This is an optimization exercise on Yosys and OpenROAD, whose aim is small area, a short achievable clock period and few clock cycles per item, not a production implementation.
Function was checked by simulation only, so behaviour that the tests miss may differ from the original.
Power is estimated from default activity; no workload was simulated. The clock port is modelled as an ideal driver; clocking choices that lean on that would not hold on a real chip.

run A:
==> flow/design.v <==
module ofdm_frame_sched #(
    parameter int DW   = 8,
    parameter int NFFT = 128
) (
    input  logic          clk,
    input  logic          reset,
    input  logic          sym_valid,
    output logic          sym_ready,
    input  logic [DW-1:0] sym_i,
    input  logic [DW-1:0] sym_q,
    input  logic          sink_ready,
    output logic          sink_valid,
    output logic          sink_sop,
    output logic          sink_eop,
    output logic [DW-1:0] sink_real,
    output logic [DW-1:0] sink_imag,
    output logic          frame_done
);
    localparam int H  = NFFT / 2;
    localparam int AW = $clog2(H);
    localparam int KW = $clog2(NFFT);
    localparam logic [DW-1:0] MIN_VAL = {1'b1, {(DW-1){1'b0}}};
    localparam logic [DW-1:0] MAX_VAL = {1'b0, {(DW-1){1'b1}}};
    logic [2*DW-1:0] ring [H];
    logic [2*DW-1:0] din;
    assign din = {sym_i, sym_q};
    logic [AW-1:0] wpos;      
    logic [AW-1:0] wr_j;      
    logic          wf;        
    logic [KW-1:0] rd_k;      
    logic          rf;        
    logic [AW-1:0] rpos;      
    logic          ahead;
    logic          accept;
    logic          avail;     
    logic          tap_ok;    
    logic          byp_ok;    
    logic [3:0]    wen;       
    logic [H/8-1:0] tsel;     
    logic          o_load;
    assign ahead  = wf ^ rf;
    assign accept = sym_valid && sym_ready;
    assign o_load = (!sink_valid || sink_ready) && (tap_ok || (byp_ok && sym_valid));
    always_ff @(posedge clk) begin
        ring[0] <= ring[H-1];
        for (int p = 1; p < H; p++) begin
            if (p < 8 && p[0] && sym_valid && wen[p/2]) ring[p] <= din;
            else                                          ring[p] <= ring[p-1];
        end
    end
    logic [AW-1:0] wpos_n, wr_j_n, rpos_n;
    logic [KW-1:0] rd_k_n;
    logic          wf_n, rf_n, ahead_n;
    always_comb begin
        wr_j_n = accept ? wr_j + 1'b1 : wr_j;
        wf_n   = (accept && wr_j == AW'(H - 1)) ? ~wf : wf;
        if (accept) wpos_n = (wr_j[1:0] == 2'd3) ? wpos - AW'(6) : wpos + AW'(2);
        else        wpos_n = wpos + 1'b1;
        rd_k_n = o_load ? rd_k + 1'b1 : rd_k;
        rf_n   = (o_load && rd_k == KW'(NFFT - 1)) ? ~rf : rf;
        if (!o_load)              rpos_n = rpos + 1'b1;
        else if (!rd_k[KW-1])     rpos_n = (rd_k[1:0] == 2'd3) ? rpos - AW'(6) : rpos + AW'(2);
        else                      rpos_n = (rd_k[1:0] == 2'd0) ? rpos + AW'(8) : rpos;
        ahead_n = wf_n ^ rf_n;
    end
    logic sym_ready_n, avail_n;
    always_comb begin
        sym_ready_n = (wpos_n[AW-1:3] == '0) && wpos_n[0] &&
                      (!ahead_n || (wr_j_n == '0 && rd_k_n[KW-1] && rd_k_n[KW-2:0] != '0));
        avail_n     = ahead_n || (rd_k_n[AW-1:0] != wr_j_n);
    end
    always_ff @(posedge clk) begin
        if (reset) begin
            wpos      <= AW'(1);
            wr_j      <= '0;
            wf        <= 1'b0;
            rd_k      <= '0;
            rf        <= 1'b0;
            rpos      <= '0;
            sym_ready <= 1'b1;
            wen       <= 4'b0001;
            avail     <= 1'b0;
            tap_ok    <= 1'b0;
            byp_ok    <= 1'b1;
            tsel      <= '0;
        end else begin
            wpos      <= wpos_n;
            wr_j      <= wr_j_n;
            wf        <= wf_n;
            rd_k      <= rd_k_n;
            rf        <= rf_n;
            rpos      <= rpos_n;
            sym_ready <= sym_ready_n;
            for (int i = 0; i < 4; i++)
                wen[i] <= sym_ready_n && (wpos_n[2:0] == 3'(2*i+1));
            avail     <= avail_n;
            tap_ok    <= avail_n && (rpos_n[2:0] == 3'd0);
            byp_ok    <= !avail_n && sym_ready_n;
            for (int e = 0; e < H/8; e++)
                tsel[e] <= avail_n && (rpos_n[AW-1:3] == (AW-3)'(e));
        end
    end
    logic [2*DW-1:0] smp;
    logic [DW-1:0]   si, sq, re_n, im_n, nq;
    always_comb begin
        smp = avail ? '0 : din;
        for (int e = 0; e < H/8; e++)
            smp = smp | ({(2*DW){tsel[e]}} & ring[8*e]);
    end
    assign si  = smp[2*DW-1:DW];
    assign sq  = smp[DW-1:0];
    always_comb begin
        logic seen;
        seen = 1'b0;
        for (int i = 0; i < DW; i++) begin
            nq[i] = sq[i] ^ seen;
            seen  = seen | sq[i];
        end
        if (sq == MIN_VAL) nq = MAX_VAL;
    end
    always_comb begin
        re_n = si;
        im_n = sq;
        if (rd_k == '0) begin
            im_n = '0;
        end else if (rd_k == KW'(H)) begin
            re_n = sq;
            im_n = '0;
        end else if (rd_k[KW-1]) begin
            im_n = nq;
        end
    end
    always_ff @(posedge clk) begin
        if (reset) begin
            sink_valid <= 1'b0;
        end else begin
            sink_valid <= o_load || (sink_valid && !sink_ready);
        end
    end
    always_ff @(posedge clk) begin
        if (o_load) begin
            sink_sop  <= (rd_k == '0);
            sink_eop  <= (rd_k == KW'(NFFT - 1));
            sink_real <= re_n;
            sink_imag <= im_n;
        end
    end
    assign frame_done = sink_valid && sink_ready && sink_eop;
endmodule
export LEC_CHECK = 0
export CAP_MARGIN = 20
export CORE_MARGIN = 2
export CORE_UTILIZATION = 60
export CTS_BUF_LIST = sky130_fd_sc_hd__clkbuf_16
export CTS_CLUSTER_DIAMETER = 60
export CTS_CLUSTER_SIZE = 30
export PLACE_DENSITY = 0.75
export SETUP_SLACK_MARGIN = 3.65
export SLEW_MARGIN = 20
create_clock -name core_clock -period 6.5 [get_ports {clk}]
standard.sh (not shown) runs the stock make flow with config.mk's settings and CLKGATE_MAP_FILE= SYNTH_SCRIPT=/design/flow/synth_recipe.tcl, a recipe that flattens the netlist after the stock synthesis.
==> flow/flow/run.sh <==
#!/bin/bash
set -euo pipefail
export BUFFER_PORTS_ARGS="-buffer_cell sky130_fd_sc_hd__buf_2"
export CTS_ARGS="-sink_clustering_enable -repair_clock_nets -buf_list sky130_fd_sc_hd__clkbuf_16 -sink_clustering_size 32 -sink_clustering_max_diameter 80 -dont_use_dummy_load"
bash standard.sh > standard_flow.log 2>&1
Run A went all the way through synthesis, placement and routing and the layout is clean on timing, DRC and antenna.
Testbench counts of run A, summed over its fixed seeds: cycles 16,392, frames 128.
#### Input delta (run B over run A)
-- flow/config.mk --
<<< run A, line 9
export CORE_MARGIN = 2
export CORE_UTILIZATION = 60
export CTS_BUF_LIST = sky130_fd_sc_hd__clkbuf_16
>>> run B, line 9
export CORE_MARGIN = 2
export CORE_UTILIZATION = 50
export CTS_BUF_LIST = sky130_fd_sc_hd__clkbuf_16
<<< run A, line 13
export CTS_CLUSTER_SIZE = 30
export PLACE_DENSITY = 0.75
export SETUP_SLACK_MARGIN = 3.65
>>> run B, line 13
export CTS_CLUSTER_SIZE = 30
export PLACE_DENSITY = 0.65
export SETUP_SLACK_MARGIN = 3.65
Standard cell area after detailed placement, run B and run A: smaller value in run A. Run B ended up with a lower total track usage than run A did. The lower antenna diode instance count came out of run B. Between run B and run A, the total clock network power does not differ in any meaningful way. The clock period minus final worst setup slack of run A and that of run B are within noise of each other. Run B vs. run A: global-route wire length before repair lower; final core area utilization decreased by 10 points relative to the old numbers; leakage power shows no meaningful change. Summary of run B over run A: final instance area saw an increase; path depth of the worst reg2reg path barely changed; share of the final layout cell area in sequential cells fell 0.52 points.
Here is what was changed in the inputs of run C compared with run B.
==> flow/run.sh (new file) <==
#!/bin/bash
# synth_recipe.tcl (not shown) runs the flow's synth.tcl, then flattens the netlist and writes it again
# the make line also repeats each setting of config.mk as NAME=value (left out here)
make -C /OpenROAD-flow-scripts/flow DESIGN_CONFIG=/design/flow/config.mk WORK_HOME=/design/flow/orfs CLKGATE_MAP_FILE= SYNTH_SCRIPT=/design/flow/synth_recipe.tcl finish
removed: flow/flow/run.sh
removed: flow/standard.sh
[summary]
Run C — number of gates resized after cts 63 higher, run B as reference
In the reports for run B and run C, the larger layout-stage area growth over the synthesis result belongs to run C.
Run B leaves more setup margin than run C.
From run B to run C the numbers moved as follows: detailed-routing wirelength on met1 shows an increase of 540 um, post-layout instance area rose about 3%.
met1 capacity usage during global routing in run C is 0.55 points above run B.
On peak supply drop, run B beats run C.
#### Input delta (run D over run C)
==> flow/flow/run.sh (new file) <==
#!/bin/bash
set -euo pipefail
export BUFFER_PORTS_ARGS="-buffer_cell sky130_fd_sc_hd__buf_2"
export CTS_ARGS="-sink_clustering_enable -repair_clock_nets -buf_list sky130_fd_sc_hd__clkbuf_16 -sink_clustering_size 32 -sink_clustering_max_diameter 80 -dont_use_dummy_load"
bash standard.sh > standard_flow.log 2>&1
==> flow/standard.sh (new file) <==
#!/bin/bash
# synth_recipe.tcl (not shown) runs the flow's synth.tcl, then flattens the netlist and writes it again
# the make line also repeats each setting of config.mk as NAME=value (left out here)
make -C /OpenROAD-flow-scripts/flow DESIGN_CONFIG=/design/flow/config.mk WORK_HOME=/design/flow/orfs CLKGATE_MAP_FILE= SYNTH_SCRIPT=/design/flow/synth_recipe.tcl "${@:-finish}"
-- flow/config.mk --
<<< run C, line 14
export PLACE_DENSITY = 0.65
export SETUP_SLACK_MARGIN = 3.65
export SLEW_MARGIN = 20
>>> run D, line 14
export PLACE_DENSITY = 0.65
export SETUP_SLACK_MARGIN = 3.6
export SLEW_MARGIN = 20
removed: flow/run.sh
When the final numbers for run C and run D were put side by side, the clock period minus final worst setup slack turned out to be greater in run C. | number of instances in the placed design | run C vs run D | ≈ equal |. Share of total power in the clock network: lower on run D. Static leakage, run C and run D: higher on run C.
diff inputs: run D => run E
==> flow/flow/run.sh <==
#!/bin/bash
set -euo pipefail
export BUFFER_PORTS_ARGS="-buffer_cell sky130_fd_sc_hd__buf_2"
export CTS_ARGS="-sink_clustering_enable -repair_clock_nets -buf_list sky130_fd_sc_hd__clkbuf_16 -sink_clustering_size 32 -sink_clustering_max_diameter 100 -dont_use_dummy_load"
bash standard.sh > standard_flow.log 2>&1
-- flow/config.mk --
<<< run D, line 14
export PLACE_DENSITY = 0.65
export SETUP_SLACK_MARGIN = 3.6
export SLEW_MARGIN = 20
>>> run E, line 14
export PLACE_DENSITY = 0.65
export SETUP_SLACK_MARGIN = 3.65
export SLEW_MARGIN = 20
### Flow results
- Per the final summary, run E finished and its layout is clean on timing, DRC and antenna.
- Going from run D to run E, worst setup slack grows by 3.4 ps.
- Between run D and run E, the difference in sequential power is negligible.
- Summary: with run D as the reference, routed wire length in run E moved up slightly.
- Re internal power of the cells: run E is about 0.6% down on run D.
- The clock slew at the register clock pins of the worst setup and hold paths was comparable across run D and run E.
- Going from run D to run E, total chip power now smaller, power dissipated in the clock network down about 2%, clock latency of the later-clocked register in the worst-skew pair up 20 ps.
- The area added between synthesis and finish on run D is in line with that on run E.
- On utilization of the core after routing, run D and run E are basically level.

-- separate check: timing with driven ports --
The flow's constraints put no driver on any port. The routed layouts listed below were extracted and timed again, unchanged, in two steps. Step 1 sets driving cells, clkbuf_16 on the clock port and buf_2 on the other inputs (assumed; they add their load-dependent delay and slew). Step 2, shift: input delay + t, output delay - t, t = (earliest + latest rising clock arrival at the registers) / 2. This alone moves slack from input paths to output paths. Slacks: ideal / step 1 / step 2; pairs: ideal / step 1.
run | shift t [ns] | slack for setup (ns) | worst setup path at the end | slew at the worst register clock pin (ns)
run A | 0.631 | 3.561 / 3.530 / 2.985 | input to register | 0.12 / 0.12
run B | 0.619 | 3.562 / 3.528 / 3.043 | input to register | 0.11 / 0.11
run C | 0.662 | 3.541 / 3.508 / 2.965 | input to register | 0.11 / 0.11
run D | 0.617 | 3.558 / 3.526 / 2.997 | input to register | 0.12 / 0.12
run E | 0.639 | 3.562 / 3.528 / 3.030 | input to register | 0.12 / 0.12
After both steps setup and hold are still met in every run listed.
